From an optimization exercise on the open Yosys and OpenROAD flow, aimed at small area, a short achievable clock period and few clock cycles; shortcuts taken in it are not production practice.
No functional check of the RTL was part of any run shown here.
Power figures rest on the tool's default switching activity, not on a simulated workload.

==> flow/design.v <==
package nqbs_pkg;
  localparam int DEF_MAX_QUEENS = 16;
  localparam int CFG_IDX_W  = 1;
  localparam int CFG_DATA_W = 32;
  localparam int BOARD_W    = 5;
  localparam int BUDGET_W   = 32;
  localparam logic [CFG_IDX_W-1:0] REG_BOARD_SIZE  = 1'd0;
  localparam logic [CFG_IDX_W-1:0] REG_STEP_BUDGET = 1'd1;
  localparam logic [BOARD_W-1:0]  BOARD_RST  = 5'd8;
  localparam logic [BUDGET_W-1:0] BUDGET_RST = 32'd1000000;
  localparam int IN_TDATA_W  = 8;
  localparam int OUT_TDATA_W = 16;
endpackage
import nqbs_pkg::*;
module n_queens_backtrack_search
#(
  parameter int MAX_QUEENS = DEF_MAX_QUEENS
) (
  input  logic                   clk,
  input  logic                   rst_n,
  input  logic                   cfg_valid,
  output logic                   cfg_ready,
  input  logic [CFG_IDX_W-1:0]   cfg_index,
  input  logic [CFG_DATA_W-1:0]  cfg_data,
  input  logic                   in_tvalid,
  output logic                   in_tready,
  input  logic [IN_TDATA_W-1:0]  in_tdata,    
  output logic                   out_tvalid,
  input  logic                   out_tready,
  output logic [OUT_TDATA_W-1:0] out_tdata,
  output logic                   out_tlast
);
  logic [4:0]  n_r;           
  logic [31:0] budget_r;
  logic        idle_r, search_r, emit_r;
  logic [3:0]  col_r;         
  logic [4:0]  rs_r;          
  logic [3:0]  stk_r [16];    
  logic [3:0]  best_r [16];   
  logic [4:0]  depth_r;
  logic [15:0] cm_r;          
  logic [30:0] ld_r;          
  logic [30:0] rd_r;          
  logic        solved_r, ran_out_r;
  logic [3:0]  k_r;           
  assign cfg_ready  = 1'b1;
  assign in_tready  = idle_r;
  assign out_tvalid = emit_r;
  logic [25:0] rem_hi_r;      
  logic [5:0]  rem_lo_r;
  logic        first_r;       
  logic        hi_nz;
  logic [25:0] hi_dec;
  logic [7:0]  base, base_a, base_r, base_d, base_x, v_a, v_r, v_sel;
  logic [15:0] att_c, att_p, av_c, av_p;
  logic [15:0] oh_c, oh_p, oh_q, oh_q2;
  logic [15:0] pre_c, pre_p;
  logic [15:0] ge_rs, lt_n, gt_q;
  logic [3:0]  f_c, f_p;
  logic        any_c, any_p;
  logic        mv_adv, mv_repl, mv_dbl, mv_exh, ok, exact, last_col;
  logic        stop, stop_solved, stop_ranout;
  logic [3:0]  q_r, q2;
  assign hi_nz  = |rem_hi_r;
  assign hi_dec = rem_hi_r - 26'd1;
  always_comb begin
    for (int j = 0; j < 16; j++) begin
      ge_rs[j] = (5'(j) >= rs_r);
      lt_n[j]  = (5'(j) <  n_r);
      gt_q[j]  = (4'(j) >  q_r);
      oh_q[j]  = (4'(j) == q_r);
      oh_q2[j] = (4'(j) == q2);
      att_c[j] = cm_r[j] | ld_r[j]     | rd_r[j + 15];
      att_p[j] = cm_r[j] | ld_r[j + 1] | rd_r[j + 14];
    end
  end
  assign av_c  = ~att_c & ge_rs & lt_n;
  assign av_p  = ~att_p & gt_q & lt_n;
  assign any_c = |av_c;
  assign any_p = |av_p;
  always_comb begin
    pre_c[0] = 1'b0;
    pre_p[0] = 1'b0;
    for (int j = 1; j < 16; j++) begin
      pre_c[j] = pre_c[j-1] | av_c[j-1];
      pre_p[j] = pre_p[j-1] | av_p[j-1];
    end
  end
  assign oh_c = av_c & ~pre_c;
  assign oh_p = av_p & ~pre_p;
  always_comb begin
    f_c = '0;
    f_p = '0;
    for (int j = 0; j < 16; j++) begin
      if (oh_c[j]) f_c = f_c | 4'(j);
      if (oh_p[j]) f_p = f_p | 4'(j);
    end
  end
  assign q_r = stk_r[0];
  assign q2  = stk_r[1];
  assign base   = 8'(rem_lo_r) + 8'(rs_r) - 8'(first_r);
  assign base_a = base - 8'd1;                                    
  assign base_r = base - 8'(n_r) - 8'd1 + 8'(q_r);                
  assign base_d = base - 8'(n_r) - 8'(n_r) - 8'd1 + 8'(q_r);
  assign base_x = base - 8'(n_r) - 8'd1;
  assign v_a    = base_a - 8'(f_c);
  assign v_r    = base_r - 8'(f_p);
  assign mv_adv  = any_c;
  assign mv_repl = !any_c && (col_r != 4'd0) && any_p;
  assign mv_dbl  = !any_c && (col_r > 4'd1) && !any_p;
  assign mv_exh  = !any_c && ((col_r == 4'd0) || (col_r == 4'd1 && !any_p));
  always_comb begin
    if (mv_adv) v_sel = v_a;
    else if (mv_repl) v_sel = v_r;
    else if (col_r == 4'd0) v_sel = base_x;
    else v_sel = base_d;
  end
  assign ok       = hi_nz | ~v_sel[7];
  assign exact    = !hi_nz && (v_sel == 8'd0);
  assign last_col = (5'(col_r) + 5'd1 == n_r);
  always_comb begin
    stop_solved = 1'b0; stop_ranout = 1'b0; stop = 1'b0;
    if (!ok) begin
      stop = 1'b1; stop_ranout = 1'b1;
    end else if (mv_adv && last_col) begin
      stop = 1'b1; stop_solved = 1'b1;
    end else if (mv_exh) begin
      stop = 1'b1;
    end else if (exact) begin
      stop = 1'b1; stop_ranout = 1'b1;
    end
  end
  logic [30:0] ld_dbl, rd_dbl;
  assign ld_dbl = ld_r & ~(31'(oh_q) << 1) & ~(31'(oh_q2) << 2);
  assign rd_dbl = rd_r & ~(31'(oh_q) << 14) & ~(31'(oh_q2) << 13);
  logic take;
  assign take = idle_r & in_tvalid & in_tdata[0];
  always_ff @(posedge clk) begin
    if (!rst_n) begin
      n_r      <= 5'(BOARD_RST);
      budget_r <= BUDGET_RST;
      idle_r   <= 1'b1;
      search_r <= 1'b0;
      emit_r   <= 1'b0;
    end else begin
      if (cfg_valid) begin
        if (cfg_index == REG_BOARD_SIZE) begin
          if (cfg_data[4:0] == 5'd0) n_r <= 5'd1;
          else if (cfg_data[4:0] > 5'd16) n_r <= 5'd16;
          else n_r <= cfg_data[4:0];
        end else begin
          budget_r <= cfg_data;
        end
      end
      if (idle_r) begin
        if (take) begin
          idle_r <= 1'b0;
          if (budget_r == 32'd0 || n_r == 5'd1) emit_r <= 1'b1;
          else search_r <= 1'b1;
        end
      end else if (search_r) begin
        if (stop) begin
          search_r <= 1'b0;
          emit_r   <= 1'b1;
        end
      end else if (emit_r) begin
        if (out_tready && (5'(k_r) + 5'd1 == n_r)) begin
          emit_r <= 1'b0;
          idle_r <= 1'b1;
        end
      end
    end
  end
  always_ff @(posedge clk) begin
    if (idle_r) begin
      rem_hi_r  <= budget_r[31:6];
      rem_lo_r  <= budget_r[5:0];
      first_r   <= 1'b1;
      col_r     <= 4'd1;
      rs_r      <= 5'd0;
      stk_r[0]  <= 4'd0;
      best_r[0] <= 4'd0;
      depth_r   <= (budget_r == 32'd0) ? 5'd0 : 5'd1;
      cm_r      <= 16'h0001;
      ld_r      <= 31'h0000_0002;
      rd_r      <= 31'h0000_4000;
      solved_r  <= (budget_r != 32'd0) && (n_r == 5'd1);
      ran_out_r <= (budget_r == 32'd0);
      k_r       <= 4'd0;
    end else if (search_r) begin
      first_r  <= 1'b0;
      rem_lo_r <= v_sel[5:0];
      if (v_sel[7]) rem_hi_r <= hi_dec;
      if (mv_adv) begin
        stk_r[0] <= f_c;
        for (int i = 1; i < 16; i++) stk_r[i] <= stk_r[i-1];
        rs_r  <= 5'd0;
        col_r <= col_r + 4'd1;
        cm_r  <= cm_r | oh_c;
        ld_r  <= {ld_r[29:0] | {14'd0, oh_c}, 1'b0};
        rd_r  <= {1'b0, rd_r[30:1] | {oh_c, 14'd0}};
        if (ok && 5'(col_r) == depth_r) begin
          depth_r <= depth_r + 5'd1;
          for (int i = 0; i < 16; i++) begin
            best_r[i] <= (i == 0) ? f_c : stk_r[(i + 15) % 16];
          end
        end
      end else if (mv_repl) begin
        stk_r[0] <= f_p;
        rs_r <= 5'd0;
        cm_r <= (cm_r & ~oh_q) | oh_p;
        ld_r <= (ld_r & ~{14'd0, oh_q, 1'b0}) | {14'd0, oh_p, 1'b0};
        rd_r <= (rd_r & ~{1'b0, oh_q, 14'd0}) | {1'b0, oh_p, 14'd0};
      end else if (mv_dbl) begin
        for (int i = 0; i < 14; i++) stk_r[i] <= stk_r[i+2];
        rs_r  <= 5'(q2) + 5'd1;
        col_r <= col_r - 4'd2;
        cm_r  <= cm_r & ~oh_q & ~oh_q2;
        ld_r  <= ld_dbl >> 2;
        rd_r  <= rd_dbl << 2;
      end
      if (stop) begin
        solved_r  <= stop_solved;
        ran_out_r <= stop_ranout;
      end
    end else if (emit_r) begin
      if (out_tready) k_r <= k_r + 4'd1;
    end
  end
  logic placed;
  assign placed    = (5'(k_r) < depth_r);
  assign out_tdata = {ran_out_r,
                      solved_r,
                      depth_r,
                      placed,
                      placed ? best_r[4'(depth_r) - 4'd1 - k_r] : 4'd0,
                      k_r};
  assign out_tlast = (5'(k_r) + 5'd1 == n_r);
endmodule
==> flow/run.sh <==
#!/bin/bash
# synth_recipe.tcl (not shown) runs the flow's synth.tcl, then flattens the netlist and writes it again
# the make line also repeats each setting of config.mk as NAME=value (left out here)
make -C /OpenROAD-flow-scripts/flow DESIGN_CONFIG=/design/flow/config.mk WORK_HOME=/design/flow/orfs CLKGATE_MAP_FILE= SYNTH_SCRIPT=/design/flow/synth_recipe.tcl finish
==> flow/config.mk <==
export PLATFORM = sky130hd
export DESIGN_NAME = n_queens_backtrack_search
export DESIGN_NICKNAME = n_queens_backtrack_search
export VERILOG_FILES = /design/flow/design.v
export SDC_FILE = /design/flow/constraint.sdc
export NUM_CORES = 4
export LEC_CHECK = 0
export ABC_CLOCK_PERIOD_IN_PS = 4000
export CAP_MARGIN = 20
export CORE_MARGIN = 2
export CORE_UTILIZATION = 40
export SLEW_MARGIN = 20
==> flow/constraint.sdc <==
create_clock -name core_clock -period 10.0 [get_ports {clk}]
set_input_delay 2.0000 -clock core_clock [delete_from_list [all_inputs] [get_ports {clk}]]
set_output_delay 2.0000 -clock core_clock [all_outputs]
set_load 0.01 [all_outputs]
==> results by group, run 1 <==
Yosys
  • Simple-Gate Fraction of Synth Area: 23.1%
  • Post-synth top area share: 26.9%
  • Post-synth top cells: nand2_1 (358), nor2_1 (165), edfxtp_1 (159)
  • Synth Area in XOR/XNOR: 3.91%
  • EDFF count, synth: 159
  • FF+latch count, synth: 299
  • Ys async rst share: 0%
  • Synth cell types: 99
  • Ys Warns: 3
  • Post-Syn Nets: 2,159
  • Post-Synth Adder-Cell Area: 5.43%
  • Post-synthesis sequential area ratio: 42.6%
  • Most frequent cell after synthesis: nand2_1
  • Synth Instances: 2,043
  • Multiplexer area fraction after synthesis: 1.16%
  • Most area-consuming cells after synthesis: edfxtp_1 (27%), dfxtp_1 (16%), nand2_1 (7.6%)
  • Synth area leader: edfxtp_1
  • Main combinational cell family by area after synthesis: simple AND/OR/NAND/NOR gates
  • Compound-Gate Fraction of Synth Area: 18.8%
  • Syn Std Cell Area: 0.0178 mm2
  • Post-synth top flop: edfxtp_1
  • Mean Syn Cell Area: 8.70 um2

Power
  • Sw frac: 37.6%
  • Psw: 1.86 mW
  • Maximum vdd drop: 0.266 mV
  • Reg power frac: 28.1%
  • Leak: 7.23 nW
  • Pwr/cell area: 248 mW/mm2
  • Power share of the clock group: 26.5%
  • Internal: 3.09 mW
  • Comb power frac: 45.4%

Detailed routing
  • Average wire per standard cell: 20.5 um
  • Number of detailed-route iterations in the first pass: 6
  • Post-route ant nets: 0
  • Vias per inst: 5.90
  • # DRC: 0
  • Drt initial violations: 1,587
  • Vias: 15,692
  • Final wirelength: 54.6 mm

Clocking
  • Skew-Pair Late Insertion Delay: 0.55 ns
  • Number of gates resized after cts: 0
  • Max Buffers Root-to-Sink: 3
  • CTS buffer count: 35
  • Setup repair bufs after CTS: 0
  • H-tree levels: 2
  • Hold buffer count at cts: 0
  • Clock transition at the registers of the reported paths: 0.06 ns
  • Root Driver: clkbuf_16
  • Clock sinks: 299
  • CTS tree: yes

Floorplanning
  • Core box area: 0.0440 mm2
  • Die area: 0.0461 mm2
  • Die W: 215 um
  • Top Ports: 66
  • Initial Util: 40.4%
  • Site row count: 77
  • DIE HEIGHT: 215 um

STA
  • Clock skew: 0.0222 ns
  • Fin. max-slew vios: 0
  • Post-route setup TNS: 0 ns
  • Measured slew at the worst slew-check pin: 1.14 ns
  • Crit path time final: 6.89 ns
  • Unrepaired setup endpoints after global routing: no
  • Fin. Hold Viols: 0
  • Endpoints failing setup: 0
  • Fmax: 0.145 GHz
  • Final Cycle Share: 68.9%
  • Hold Slack: 0.465 ns
  • Rel. slew slack: 24.1%

GRT
  • Largest net degree at the start of global routing: 87
  • First-pass GRT wire length: 86.1 mm
  • Number of global-route vias before repair: 15,190
  • Initial antenna violation count: 1
  • GRT Resource Usage Total: 23.3%
  • Gr ovfl total: 0

Hold path
  • Worst Hold Class: register to register
  • Worst hold path cell count: 1
  • Hold_sp: first_r
  • Worst Hold Path EP: first_r

Worst setup path
  • CP Max Fanout: 60
  • Crit Path Class: register to register
  • R2R setup slack: 3.11 ns
  • WP data required: 10.16 ns
  • Startpoint types: register
  • R2R depth: 20
  • Reg2reg end: best_r[1][0]
  • RR Startpoint: stk_r[0][3]
  • Arr. time, crit path: 7.05 ns
  • CP Capture Type: register

Placement
  • # placed instances: 2,596
  • HPWL Detailed: 37.9 mm
  • Final GP Congestion: 0.948
  • Port Buffer Count: 57

Finish
  • Layout Cells excl Fill: 2,660
  • Synth-to-layout area growth: 12.4%
  • Layout net count: 2,157
  • Fill cell count: 4,266
  • N_diodes: 0
  • Layout cells sized above 1: 7.16%

Outcome
  • Outcome: complete, no violations

Flow run
  • Max cap viols: 0
## kinds of logic after synthesis
family / after synthesis
flops: 299
other cells: 1
xor+xnor: 77
buf+inv: 207
mux: 19
compound gates: 513
simple gates: 857
fa+ha+maj: 70
## power groups by stage
stage | combinational (mW) | sequential (mW) | clock [mW]
floorplan | 1.70 | 1.40 | 0
global placement | 2.16 | 1.41 | 0
detailed placement | 2.21 | 1.41 | 0
CTS | 2.23 | 1.39 | 1.34
global route | 2.46 | 1.40 | 1.38
finish | 2.25 | 1.39 | 1.31
## layer usage
layer	share of wire [%]	routed length [um]	up-vias	GRT usage [%]
met5	0.024	13	-	0
met1	44	24000	7504	31.2
met4	3.1	1690	2	8.75
met2	46	24900	667	38.0
met3	7.3	3980	126	3.88
li1	-	-	7393	-
## worst max path at each step
stage	start	to	slack, ns	depth (start not counted)
2_1_floorplan	stk_r[0][1]	best_r[10][0]	1.80	21
6_report	stk_r[0][3]	best_r[1][0]	3.11	20
5_1_grt	stk_r[0][3]	best_r[1][0]	2.73	20
3_3_place_gp	n_r[3]	best_r[15][0]	3.28	19
4_1_cts	stk_r[0][3]	best_r[1][0]	3.22	21
3_5_place_dp	stk_r[0][3]	best_r[14][0]	3.28	21
## flip-flops by register name, indices dropped and copies added, names as in the netlist, 5 cells and up
signal,cells
budget_r,32
cm_r,16
rd_r,31
best_r,64
rem_hi_r,26
rem_lo_r,6
ld_r,31
n_r,5
rs_r,5
stk_r,64
depth_r,5
## final cells by class
cell class	instances	area, um2	share of cell area (%)
Clock buffer	48	1010	5.03
Clock inverter	16	171	0.858
Inverter	83	312	1.56
Multi-Input combinational cell	1537	9390	47.0
Sequential cell	299	7580	37.9
Tap cell	592	741	3.71
Timing Repair Buffer	85	776	3.88
## critical path: stages (launching register included)
cell and delay [ns]:
dfxtp_1 0.40, buf_4 0.28, nor4_1 0.75, and4_4 0.40, nor4_4 0.08, nand4_4 0.19
or2_1 0.22, nand3b_4 0.19, nand4_1 0.18, nor3_1 0.72, fa_1 0.55, ha_1 0.35
nand2_1 0.06, o21ai_0 0.33, nand3_1 0.12, nand2_1 0.08, xnor3_1 0.13, o211a_1 0.30
nor3_2 0.14, nor4_4 0.28, buf_4 0.65
## cells in the final DEF (no fill, tap or decap), types with 48 or more instances in the layout
cell type,n
a21oi_1,102
clkdlybuf4s50_1,56
dfxtp_1,139
edfxtp_1,159
ha_1,58
inv_1,81
nand2_1,358
nand3_1,60
nor2_1,163
nor3_1,77
o21ai_0,143
xnor2_1,48
## metrics by stage
stage	util [%]	worst slack, ns	area (um2)	power (mW)
floorplan	-	1.80	17800	3.10
global placement	42.7	3.28	18800	3.57
detailed placement	42.7	3.28	18800	3.62
CTS	45.4	3.22	20000	4.95
global route	45.4	2.73	20000	5.24
finish	45.4	3.11	20000	4.95
==> inputs of run 2 (changes only) <==
--- a/flow/config.mk
+++ b/flow/config.mk
@@ -9,4 +9,5 @@
 export CAP_MARGIN = 20
 export CORE_MARGIN = 2
 export CORE_UTILIZATION = 40
+export SETUP_SLACK_MARGIN = 5
 export SLEW_MARGIN = 20
==> run 2 against run 1 <==
Combinational power grew 39%. Clock-buffer cell count is the same. Sequential share of layout area shrank 4.2 points. Non-clock buffer count up 153. Clock skew rose by 0.0094 ns. Area after synthesis did not move. Maximum frequency up 25%. Total power rose by 17%. Routed wire length rose by 15%. Critical path type unchanged. Synthesized cell count did not move. Sequential power about the same. Worst hold slack about the same.
==> results by group, run 2 <==
Outcome
  • Outcome: complete, no violations

Clocking
  • Skew-Pair Late Insertion Delay: 0.56 ns
  • CTS tree: yes
  • CTS buffer count: 35
  • H-tree levels: 2
  • Clock sinks: 299
  • Hold buffer count at cts: 0
  • Clock transition at the registers of the reported paths: 0.05 ns
  • Root Driver: clkbuf_16
  • Max Buffers Root-to-Sink: 3

Yosys
  • Syn Std Cell Area: 0.0178 mm2
  • Post-synth top cells: nand2_1 (358), nor2_1 (165), edfxtp_1 (159)
  • Most area-consuming cells after synthesis: edfxtp_1 (27%), dfxtp_1 (16%), nand2_1 (7.6%)
  • Post-Syn Nets: 2,159
  • Ys Warns: 3
  • FF+latch count, synth: 299
  • Mean Syn Cell Area: 8.70 um2
  • Synth area leader: edfxtp_1
  • Synth Instances: 2,043
  • Post-synthesis sequential area ratio: 42.6%
  • Most frequent cell after synthesis: nand2_1
  • EDFF count, synth: 159
  • Ys async rst share: 0%
  • Synth cell types: 99
  • Post-synth top area share: 26.9%
  • Post-synth top flop: edfxtp_1

Floorplanning
  • Initial Util: 40.4%
  • Die area: 0.0461 mm2
  • DIE HEIGHT: 215 um
  • Core box area: 0.0440 mm2
  • Die W: 215 um
  • Top Ports: 66
  • Site row count: 77

STA
  • Setup ws final: 4.48 ns
  • Measured slew at the worst slew-check pin: 1.07 ns
  • Hold Slack: 0.465 ns
  • Unrepaired setup endpoints after global routing: yes
  • Final Cycle Share: 55.2%
  • Endpoints failing setup: 0
  • Post-route setup TNS: 0 ns
  • Rel. slew slack: 28.2%
  • Fin. Hold Viols: 0
  • Fmax: 0.181 GHz
  • Fin. max-slew vios: 0
  • Clock skew: 0.0316 ns
  • Crit path time final: 5.52 ns

Finish
  • N_diodes: 0
  • Layout net count: 2,310
  • Layout Cells excl Fill: 2,812
  • Seq. cell area: 0.00763 mm2
  • Multi-input gate area: 0.0103 mm2
  • Final instance area: 0.0226 mm2
  • Largest registers in the final layout: best_r x64, stk_r x64, budget_r x32
  • Final core utilization: 51.4%
  • Synth-to-layout area growth: 27.2%
  • Layout cells sized above 1: 19.8%
  • Fill cell count: 4,026
  • Most frequent cells in the layout: nand2_1 (356), edfxtp_1 (159), nor2_1 (151), o21ai_0 (129), buf_4 (125)
  • Commonest non-fill, non-tap cell in the layout: nand2_1

Worst setup path
  • R2R depth: 26
  • R2R setup slack: 4.48 ns
  • WP data required: 10.27 ns
  • Slowest stage delay, CP: 0.57 ns
  • Worst Setup EP: best_r[1][3]
  • Crit. Startpoint: stk_r[0][3]
  • Crit Path Class: register to register
  • Family with the most delay on the worst path: simple AND/OR/NAND/NOR gates
  • CP Max Fanout: 7
  • CP Capture Type: register
  • Most Frequent Cell on Critical Path: buf_6
  • Reg2reg end: best_r[1][3]
  • Startpoint types: register
  • RR Startpoint: stk_r[0][3]
  • Arr. time, crit path: 5.78 ns
  • Buffers & Inverters on Critical Path: 10
  • Crit-path slowest cell: fa_1
  • Stages on worst setup path: 26

Detailed routing
  • # DRC: 0
  • Vias: 16,743
  • Drt initial violations: 1,865
  • Vias per inst: 5.95
  • Average wire per standard cell: 22.3 um
  • Number of detailed-route iterations in the first pass: 6
  • Final wirelength: 62.7 mm
  • Post-route ant nets: 0

GRT
  • GRT Resource Usage Total: 26.5%
  • GR peak layer: met2
  • M2 GR Usage: 42.1%
  • Met1 usage: 35.2%
  • First-pass GRT wire length: 95.6 mm
  • Largest net degree at the start of global routing: 87
  • Number of global-route vias before repair: 16,065
  • Met3 usage: 4.67%
  • Initial antenna violation count: 0
  • Gr ovfl total: 0

Power
  • Maximum vdd drop: 0.306 mV
  • Leak: 8.35 nW
  • Pwr/cell area: 256 mW/mm2
  • Pwr Total: 5.79 mW

Placement
  • HPWL Detailed: 39.8 mm
  • Placed Area: 0.0190 mm2
  • Final GP Congestion: 0.920
  • Port Buffer Count: 57
  • # placed instances: 2,594
  • Pre-CTS WS: 3.11 ns

Hold path
  • Worst Hold Class: register to register

Flow run
  • Max cap viols: 0
run 2: cell counts after synthesis:
Identical to the previous run, type by type.
run 2: cell type report:
cell class,count,area share [%]
Clock buffer,48,4.27
Clock inverter,15,0.736
Inverter,83,1.41
Multi-Input combinational cell,1537,45.5
Sequential cell,299,33.7
Tap cell,592,3.28
Timing Repair Buffer,238,11.1
run 2: cell families (layout without fill, tap and decap cells):
logic type / Yosys count / after routing / synth area share, %
compound gates: 513 / 513 / 18.8
buf+inv: 207 / 384 / 4.96
xor+xnor: 77 / 77 / 3.91
other cells: 1 / 1 / 0.0211
flops: 299 / 299 / 42.6
fa+ha+maj: 70 / 70 / 5.43
simple gates: 857 / 857 / 23.1
mux: 19 / 19 / 1.16
run 2: layer usage:
| metal | vias up | wire, um |
|---|---|---|
| li1 | 7712 | - |
| met1 | 8051 | 26500 |
| met2 | 799 | 28400 |
| met3 | 181 | 4910 |
| met4 | 0 | 2850 |
| met5 | - | 0 |
run 2: power breakdown:
part | leakage [nW] | internal, mW | switching [mW] | total [mW]
clock network | 0.548 | 0.758 | 0.520 | 1.28
registers | 2.66 | 1.34 | 0.0481 | 1.39
logic | 5.15 | 1.54 | 1.58 | 3.12
run 2: worst register-to-register path, stage by stage (launching register included):
cell	delay, ns
dfxtp_4	0.35
buf_12	0.13
or4_4	0.55
a211oi_4	0.24
nor4_4	0.07
buf_6	0.14
buf_6	0.13
buf_6	0.11
nand3b_1	0.22
nand3_2	0.13
or4_4	0.56
fa_1	0.57
inv_2	0.05
ha_4	0.21
buf_6	0.12
a21oi_4	0.16
o21ai_2	0.08
nand3_1	0.06
nand2_1	0.06
xnor3_1	0.23
o211a_4	0.22
nor3_4	0.06
buf_12	0.14
nor4_4	0.19
buf_6	0.20
buf_12	0.13
clkbuf_16	0.14
run 2: worst min-delay path by stage:
stage,slack [ns],depth (start not counted),start,end
2_1_floorplan,0.40,0,stk_r[0][0],best_r[1][0]
5_1_grt,0.48,1,first_r,first_r
3_5_place_dp,0.45,1,first_r,first_r
4_1_cts,0.47,1,first_r,first_r
6_report,0.46,1,first_r,first_r
3_3_place_gp,0.44,1,first_r,first_r
run 2: what timing repair did:
action | in CTS | in global routing
pin swaps | 85 | 32
setup endpoints to repair | 182 | 125
cloned | 10 | 4
resized for setup | 193 | 51
setup buffers | 111 | 30
==> inputs of run 3 (changes only) <==
--- a/flow/design.v
+++ b/flow/design.v
@@ -31,7 +31,8 @@
   output logic                   out_tlast
 );
   logic [4:0]  n_r;           
-  logic [31:0] budget_r;
+  localparam int BW = 18;
+  logic [BW-1:0] budget_r;
   logic        idle_r, search_r, emit_r;
   logic [3:0]  col_r;         
   logic [4:0]  rs_r;          
@@ -46,11 +47,11 @@
   assign cfg_ready  = 1'b1;
   assign in_tready  = idle_r;
   assign out_tvalid = emit_r;
-  logic [25:0] rem_hi_r;      
+  logic [BW-7:0] rem_hi_r;      
   logic [5:0]  rem_lo_r;
   logic        first_r;       
   logic        hi_nz;
-  logic [25:0] hi_dec;
+  logic [BW-7:0] hi_dec;
   logic [7:0]  base, base_a, base_r, base_d, base_x, v_a, v_r, v_sel;
   logic [15:0] att_c, att_p, av_c, av_p;
   logic [15:0] oh_c, oh_p, oh_q, oh_q2;
@@ -62,7 +63,7 @@
   logic        stop, stop_solved, stop_ranout;
   logic [3:0]  q_r, q2;
   assign hi_nz  = |rem_hi_r;
-  assign hi_dec = rem_hi_r - 26'd1;
+  assign hi_dec = rem_hi_r - 1'b1;
   always_comb begin
     for (int j = 0; j < 16; j++) begin
       ge_rs[j] = (5'(j) >= rs_r);
@@ -115,8 +116,35 @@
     else if (col_r == 4'd0) v_sel = base_x;
     else v_sel = base_d;
   end
-  assign ok       = hi_nz | ~v_sel[7];
-  assign exact    = !hi_nz && (v_sel == 8'd0);
+  logic [15:0] le_a, le_r, eq_a, eq_r;
+  logic        ok_c, ok_p, borrow, ex_sel;
+  always_comb begin
+    for (int j = 0; j < 16; j++) begin
+      le_a[j] = ($signed(base_a) >= $signed(8'(j)));
+      le_r[j] = ($signed(base_r) >= $signed(8'(j)));
+      eq_a[j] = (base_a == 8'(j));
+      eq_r[j] = (base_r == 8'(j));
+    end
+  end
+  assign ok_c = |(av_c & le_a);
+  assign ok_p = |(av_p & le_r);
+  always_comb begin
+    if (mv_adv) begin
+      borrow = ~ok_c;
+      ex_sel = |(oh_c & eq_a);
+    end else if (mv_repl) begin
+      borrow = ~ok_p;
+      ex_sel = |(oh_p & eq_r);
+    end else if (col_r == 4'd0) begin
+      borrow = base_x[7];
+      ex_sel = (base_x == 8'd0);
+    end else begin
+      borrow = base_d[7];
+      ex_sel = (base_d == 8'd0);
+    end
+  end
+  assign ok       = hi_nz | ~borrow;
+  assign exact    = !hi_nz && ex_sel;
   assign last_col = (5'(col_r) + 5'd1 == n_r);
   always_comb begin
     stop_solved = 1'b0; stop_ranout = 1'b0; stop = 1'b0;
@@ -138,7 +166,7 @@
   always_ff @(posedge clk) begin
     if (!rst_n) begin
       n_r      <= 5'(BOARD_RST);
-      budget_r <= BUDGET_RST;
+      budget_r <= (BUDGET_RST >= 32'(2**BW - 1)) ? '1 : BW'(BUDGET_RST);
       idle_r   <= 1'b1;
       search_r <= 1'b0;
       emit_r   <= 1'b0;
@@ -149,13 +177,13 @@
           else if (cfg_data[4:0] > 5'd16) n_r <= 5'd16;
           else n_r <= cfg_data[4:0];
         end else begin
-          budget_r <= cfg_data;
+          budget_r <= (|cfg_data[31:BW]) ? '1 : cfg_data[BW-1:0];
         end
       end
       if (idle_r) begin
         if (take) begin
           idle_r <= 1'b0;
-          if (budget_r == 32'd0 || n_r == 5'd1) emit_r <= 1'b1;
+          if (budget_r == '0 || n_r == 5'd1) emit_r <= 1'b1;
           else search_r <= 1'b1;
         end
       end else if (search_r) begin
@@ -173,24 +201,24 @@
   end
   always_ff @(posedge clk) begin
     if (idle_r) begin
-      rem_hi_r  <= budget_r[31:6];
+      rem_hi_r  <= budget_r[BW-1:6];
       rem_lo_r  <= budget_r[5:0];
       first_r   <= 1'b1;
       col_r     <= 4'd1;
       rs_r      <= 5'd0;
       stk_r[0]  <= 4'd0;
       best_r[0] <= 4'd0;
-      depth_r   <= (budget_r == 32'd0) ? 5'd0 : 5'd1;
+      depth_r   <= (budget_r == '0) ? 5'd0 : 5'd1;
       cm_r      <= 16'h0001;
       ld_r      <= 31'h0000_0002;
       rd_r      <= 31'h0000_4000;
-      solved_r  <= (budget_r != 32'd0) && (n_r == 5'd1);
-      ran_out_r <= (budget_r == 32'd0);
+      solved_r  <= (budget_r != '0) && (n_r == 5'd1);
+      ran_out_r <= (budget_r == '0);
       k_r       <= 4'd0;
     end else if (search_r) begin
       first_r  <= 1'b0;
       rem_lo_r <= v_sel[5:0];
-      if (v_sel[7]) rem_hi_r <= hi_dec;
+      if (borrow) rem_hi_r <= hi_dec;
       if (mv_adv) begin
         stk_r[0] <= f_c;
         for (int i = 1; i < 16; i++) stk_r[i] <= stk_r[i-1];
==> run 3 against run 2 <==
Area after synthesis up 0.37%. Design area down 3.5%. First-iteration DRC count up 2.4%. Flip-flop and latch count down 28. Critical path type unchanged. Total power down 20%. Clock-buffer cell count up 1. Still clean on timing, DRC and antenna. Sequential share of layout area down 2.1 points. Routed wire length up 5.1%. Worst setup slack worse by 0.61 ns.
==> results by group, run 3 <==
Outcome
  • Outcome: complete, no violations

Detailed routing
  • Final wirelength: 65.9 mm
  • Number of detailed-route iterations in the first pass: 6
  • # DRC: 0
  • Vias per inst: 6.19
  • Post-route ant nets: 0
  • Vias: 17,633
  • Drt initial violations: 1,909
  • Average wire per standard cell: 23.1 um

Yosys
  • Mean Syn Cell Area: 8.39 um2
  • EDFF count, synth: 145
  • Most frequent cell after synthesis: nand2_1
  • Post-synth top area share: 24.4%
  • Post-synthesis sequential area ratio: 38.5%
  • Syn Std Cell Area: 0.0178 mm2
  • Synth cell types: 105
  • Ys Warns: 3
  • Most area-consuming cells after synthesis: edfxtp_1 (24%), dfxtp_1 (14%), nand2_1 (7.5%)
  • FF+latch count, synth: 271
  • Post-synth top flop: edfxtp_1
  • Synth area leader: edfxtp_1
  • Post-Syn Nets: 2,249
  • Ys async rst share: 0%
  • Synth Instances: 2,127
  • Post-synth top cells: nand2_1 (355), nor2_1 (185), edfxtp_1 (145)

Power
  • Maximum vdd drop: 0.150 mV
  • Pwr/cell area: 211 mW/mm2
  • Leak: 8.01 nW

GRT
  • Largest net degree at the start of global routing: 86
  • GRT Resource Usage Total: 27.1%
  • First-pass GRT wire length: 99.1 mm
  • Gr ovfl total: 0
  • Initial antenna violation count: 0
  • Number of global-route vias before repair: 16,645

Clocking
  • CTS tree: yes
  • Max Buffers Root-to-Sink: 3
  • Skew-Pair Late Insertion Delay: 0.61 ns
  • Clock transition at the registers of the reported paths: 0.06 ns
  • Hold buffer count at cts: 0
  • H-tree levels: 1
  • CTS buffer count: 31
  • Clock sinks: 271
  • Root Driver: clkbuf_16

Worst setup path
  • CP Max Fanout: 8
  • WP data required: 10.33 ns
  • CP Capture Type: register
  • Crit Path Class: register to register
  • Arr. time, crit path: 6.47 ns
  • Startpoint types: register
  • Most Frequent Cell on Critical Path: ha_4
  • Crit-path slowest cell: a2111oi_4
  • Slowest stage delay, CP: 0.43 ns

Floorplanning
  • Die W: 215 um
  • Site row count: 77
  • Die area: 0.0463 mm2
  • Core box area: 0.0441 mm2
  • Initial Util: 40.4%
  • Top Ports: 66
  • DIE HEIGHT: 215 um

Finish
  • Synth-to-layout area growth: 22.3%
  • Layout net count: 2,352
  • N_diodes: 0
  • Layout cells sized above 1: 17.1%
  • Most frequent cells in the layout: nand2_1 (350), nor2_1 (169), edfxtp_1 (145), a21oi_1 (130), dfxtp_1 (115)
  • Largest registers in the final layout: best_r x64, stk_r x64
  • Commonest non-fill, non-tap cell in the layout: nand2_1

STA
  • Final Cycle Share: 61.3%
  • Rel. slew slack: 28.5%
  • Crit path time final: 6.13 ns
  • Clock skew: 0.0326 ns
  • Measured slew at the worst slew-check pin: 1.07 ns
  • Post-route setup TNS: 0 ns
  • Endpoints failing setup: 0
  • Fmax: 0.163 GHz
  • Fin. max-slew vios: 0
  • Fin. Hold Viols: 0
  • Unrepaired setup endpoints after global routing: yes
  • Setup ws final: 3.87 ns

Hold path
  • Worst Hold Class: register to register

Placement
  • Pre-CTS WS: 2.88 ns
  • Port Buffer Count: 57
  • HPWL Detailed: 44.1 mm
  • Final GP Congestion: 0.958

Flow run
  • Max cap viols: 0
## run 3: cell types whose count changed after synthesis, moves of 14 or more
cell | previous run | this run
o21ai_0 | 143 | 92
o211ai_1 | 15 | 34
nor2_1 | 165 | 185
buf_2 | 39 | 10
a31oi_1 | 29 | 44
edfxtp_1 | 159 | 145
a21oi_1 | 102 | 136
clkbuf_1 | 62 | 109
dfxtp_1 | 140 | 126
o22ai_1 | 15 | 30
a21boi_0 | 27 | 3
## run 3: final cells by class
class	count	area (um2)
clock inverters	9	86.3
fillers	4265	22300
flip-flops and latches	271	6910
clock buffers	49	853
repair buffers	199	1780
well taps	592	741
inverters	91	360
multi-input cells	1636	11100
## run 3: power by group
part,internal (mW),switching [mW]
combinational,1.02,1.29
sequential,1.19,0.0263
clock,0.611,0.470
total,2.83,1.78
## run 3: layer usage
layer	GRT usage, %	vias to the layer above	share of wire, %
met5	0	-	0
met4	11.4	0	4.2
met3	5.38	158	8.9
met2	41.6	822	44
met1	37.3	8594	43
li1	-	8059	-
## run 3: worst max-delay path, delay by kind of cell, from the launching register on
| family | cells | cell delay, ns |
|---|---|---|
| compound gates | 11 | 2.66 |
| xor+xnor | 2 | 0.26 |
| fa+ha+maj | 4 | 0.96 |
| buf+inv | 6 | 0.75 |
| flops | 1 | 0.40 |
| mux | 1 | 0.06 |
| simple gates | 5 | 0.73 |
## run 3: final timing paths
| kind | startpoint | to | slack (ns) | cells after the start |
|---|---|---|---|---|
| setup / recovery | rs_r[1] | best_r[15][0] | 3.87 | 29 |
| hold / removal | ld_r[30] | ld_r[30] | 0.46 | 2 |
| setup reg to reg | rs_r[1] | best_r[15][0] | 3.87 | 29 |
| hold reg to reg | ld_r[30] | ld_r[30] | 0.46 | 2 |
## run 3: through the flow
step           cells  area, um2  total power [mW]  utilization [%]  hold slack [ns]
3_3_place_gp    2685      19400              3.01             43.9            0.442
4_1_cts         2815      21300              4.39             48.3            0.461
5_1_grt         2847      21800              4.83             49.5            0.482
3_5_place_dp    2685      19400              3.04             43.9            0.453
6_report        2847      21800              4.61             49.5            0.461
2_1_floorplan   2127      18200              2.62                -            0.424
## run 3: cell families after synthesis
logic type	count (synthesis)	share of synthesized area (%)
AO/OA/AOI/OAI	568	22.1
other	1	0.0210
flip-flops	271	38.5
XOR/XNOR	67	3.44
adder cells (fa/ha/maj)	77	5.81
AND/OR/NAND/NOR	896	23.6
buffers and inverters	228	5.10
multiplexers	19	1.35
## run 3: timing repair
item,CTS,global route
hold endpoints to repair,0,0
gates resized for setup,125,58
setup buffers,64,30
pin swaps,51,22
cloned,8,2
setup endpoints to repair,151,116
==> inputs of run 4 (changes only) <==
--- a/flow/config.mk
+++ b/flow/config.mk
@@ -5,7 +5,7 @@
 export SDC_FILE = /design/flow/constraint.sdc
 export NUM_CORES = 4
 export LEC_CHECK = 0
-export ABC_CLOCK_PERIOD_IN_PS = 4000
+export ABC_CLOCK_PERIOD_IN_PS = 3000
 export CAP_MARGIN = 20
 export CORE_MARGIN = 2
 export CORE_UTILIZATION = 40
==> run 4 against run 3 <==
Clock-buffer cell count unchanged. Critical endpoint unchanged. Still clean on timing, DRC and antenna. First-iteration DRC count unchanged. Cell count unchanged. Critical path depth unchanged. Global-route usage unchanged. Core utilization unchanged. Flip-flop and latch count unchanged.
==> results by group, run 4 <==
Outcome
  • Outcome: complete, no violations

Worst setup path
  • R2R depth: 29
  • WP data required: 10.33 ns
  • Startpoint types: register
  • RR Startpoint: rs_r[1]
  • CP Capture Type: register
  • CP Max Fanout: 8
  • Most Frequent Cell on Critical Path: ha_4
  • Crit-path slowest cell: a2111oi_4
  • Slowest stage delay, CP: 0.43 ns
  • Crit Path Class: register to register
  • Reg2reg end: best_r[15][0]
  • Arr. time, crit path: 6.47 ns
  • R2R setup slack: 3.87 ns

Detailed routing
  • Average wire per standard cell: 23.1 um
  • Post-route ant nets: 0
  • Number of detailed-route iterations in the first pass: 6
  • Drt initial violations: 1,909
  • # DRC: 0
  • Vias per inst: 6.19
  • Final wirelength: 65.9 mm
  • Vias: 17,633

Flow run
  • Max cap viols: 0

Floorplanning
  • Core box area: 0.0441 mm2
  • Initial Util: 40.4%
  • Die W: 215 um
  • DIE HEIGHT: 215 um
  • Top Ports: 66
  • Die area: 0.0463 mm2
  • Site row count: 77

Hold path
  • Worst Hold Class: register to register
  • Hold_sp: ld_r[30]
  • Worst hold path cell count: 2
  • Worst Hold Path EP: ld_r[30]

Yosys
  • Most area-consuming cells after synthesis: edfxtp_1 (24%), dfxtp_1 (14%), nand2_1 (7.5%)
  • Synth cell types: 105
  • Most frequent cell after synthesis: nand2_1
  • Ys Warns: 3
  • EDFF count, synth: 145
  • Post-synth top cells: nand2_1 (355), nor2_1 (185), edfxtp_1 (145)
  • Synth area leader: edfxtp_1
  • Synth Instances: 2,127
  • Post-synth top flop: edfxtp_1
  • FF+latch count, synth: 271
  • Post-synthesis sequential area ratio: 38.5%
  • Syn Std Cell Area: 0.0178 mm2
  • Post-synth top area share: 24.4%
  • Post-Syn Nets: 2,249
  • Ys async rst share: 0%
  • Mean Syn Cell Area: 8.39 um2

GRT
  • Initial antenna violation count: 0
  • GRT Resource Usage Total: 27.1%
  • Largest net degree at the start of global routing: 86
  • Gr ovfl total: 0
  • First-pass GRT wire length: 99.1 mm
  • Number of global-route vias before repair: 16,645

Finish
  • Fill cell count: 4,265
  • Layout Cells excl Fill: 2,847
  • Most frequent cells in the layout: nand2_1 (350), nor2_1 (169), edfxtp_1 (145), a21oi_1 (130), dfxtp_1 (115)
  • Commonest non-fill, non-tap cell in the layout: nand2_1
  • Multi-input gate area: 0.0111 mm2
  • N_diodes: 0
  • Layout net count: 2,352
  • Final core utilization: 49.5%
  • Layout cells sized above 1: 17.1%
  • Largest registers in the final layout: best_r x64, stk_r x64
  • Synth-to-layout area growth: 22.3%
  • Final instance area: 0.0218 mm2
  • Seq. cell area: 0.00691 mm2

Placement
  • Placed Area: 0.0194 mm2
  • HPWL Detailed: 44.1 mm
  • Final GP Congestion: 0.958
  • Pre-CTS WS: 2.88 ns
  • Port Buffer Count: 57
  • # placed instances: 2,685

STA
  • Hold Slack: 0.461 ns
  • Clock skew: 0.0326 ns
  • Setup ws final: 3.87 ns
  • Fin. max-slew vios: 0
  • Crit path time final: 6.13 ns
  • Endpoints failing setup: 0
  • Measured slew at the worst slew-check pin: 1.07 ns
  • Fmax: 0.163 GHz
  • Rel. slew slack: 28.5%
  • Final Cycle Share: 61.3%
  • Post-route setup TNS: 0 ns
  • Fin. Hold Viols: 0
  • Unrepaired setup endpoints after global routing: yes

Clocking
  • CTS tree: yes
  • CTS buffer count: 31
  • H-tree levels: 1
  • Clock sinks: 271
  • Clock transition at the registers of the reported paths: 0.06 ns
  • Root Driver: clkbuf_16
  • Skew-Pair Late Insertion Delay: 0.61 ns
  • Max Buffers Root-to-Sink: 3

Power
  • Pwr/cell area: 211 mW/mm2
  • Leak: 8.01 nW
  • Pwr Total: 4.61 mW
  • Maximum vdd drop: 0.150 mV
[run 4: how the worst max path moves through the flow]
stage,to,start,slack [ns],depth (start not counted)
after floorplan,best_r[10][0],rs_r[1],4.06,26
after global placement,best_r[14][0],rs_r[3],3.02,26
after detailed placement,best_r[15][2],rs_r[3],2.88,26
after CTS,best_r[15][0],rem_lo_r[0],3.90,27
after global routing,best_r[15][0],rem_lo_r[0],3.68,29
final,best_r[15][0],rs_r[1],3.87,29
[run 4: layout make-up]
cell class                      count  share of cell area (%)
Clock inverter                      9                   0.396
Multi-Input combinational cell   1636                    50.8
Tap cell                          592                    3.39
Timing Repair Buffer              199                    8.14
Clock buffer                       49                    3.91
Sequential cell                   271                    31.7
Inverter                           91                    1.65
[run 4: worst max-delay path, delay by kind of cell (launching register included)]
kind | cells | cell delay [ns]
fa+ha+maj | 4 | 0.96
mux | 1 | 0.06
flops | 1 | 0.40
compound gates | 11 | 2.66
xor+xnor | 2 | 0.26
buf+inv | 6 | 0.75
simple gates | 5 | 0.73
[run 4: where the power goes]
group	internal, mW	leakage, nW	switching [mW]
registers	1.19	2.34	0.0263
logic	1.02	5.21	1.29
clock network	0.611	0.457	0.470
[run 4: cell families after synthesis]
| kind of cell | count (synthesis) | share of synthesized area (%) |
|---|---|---|
| AO/OA/AOI/OAI | 568 | 22.1 |
| XOR/XNOR | 67 | 3.44 |
| adder cells (fa/ha/maj) | 77 | 5.81 |
| buffers and inverters | 228 | 5.10 |
| flip-flops | 271 | 38.5 |
| multiplexers | 19 | 1.35 |
| other | 1 | 0.0210 |
| AND/OR/NAND/NOR | 896 | 23.6 |
[run 4: per-layer routing]
| layer | up-vias | wire (um) | share of wire [%] | global-route usage [%] |
|---|---|---|---|---|
| met5 | - | 0 | 0 | 0 |
| met4 | 0 | 2780 | 4.2 | 11.4 |
| met3 | 158 | 5880 | 8.9 | 5.38 |
| met2 | 822 | 28800 | 44 | 41.6 |
| met1 | 8594 | 28400 | 43 | 37.3 |
| li1 | 8059 | - | - | - |
[run 4: timing repair]
action / in CTS / in global routing
resized for setup: 125 / 58
hold buffers: 0 / 0
pin swaps: 51 / 22
endpoints found under the setup margin: 151 / 116
setup buffers: 64 / 30
gates cloned: 8 / 2

## afterwards: timing with drivers on the ports
The results above use ideal ports. As a check the final layouts listed here were re-extracted and re-timed, cells and wires unchanged.
Step 1 sets driving cells, clkbuf_16 on the clock port and buf_2 on the other inputs (assumed; they add their load-dependent delay and slew).
Step 2 also shifts input and output timing later by t, the mid clock arrival at the registers, as if the neighbouring blocks saw the same clock.
Slacks: no drivers / after step 1 / after step 2; pairs: no drivers / after step 1.
run	t (ns)	slack for setup (ns)	worst setup path after step 2	worst slew at a driven data input, ns
run 1	0.594	3.109 / 3.109 / 3.109	register to register	0.05
run 2	0.601	4.481 / 4.481 / 4.481	register to register	0.05
run 3	0.648	3.867 / 3.867 / 3.867	register to register	0.05
run 4	0.648	3.867 / 3.867 / 3.867	register to register	0.05
After both steps setup and hold are still met in every run listed.
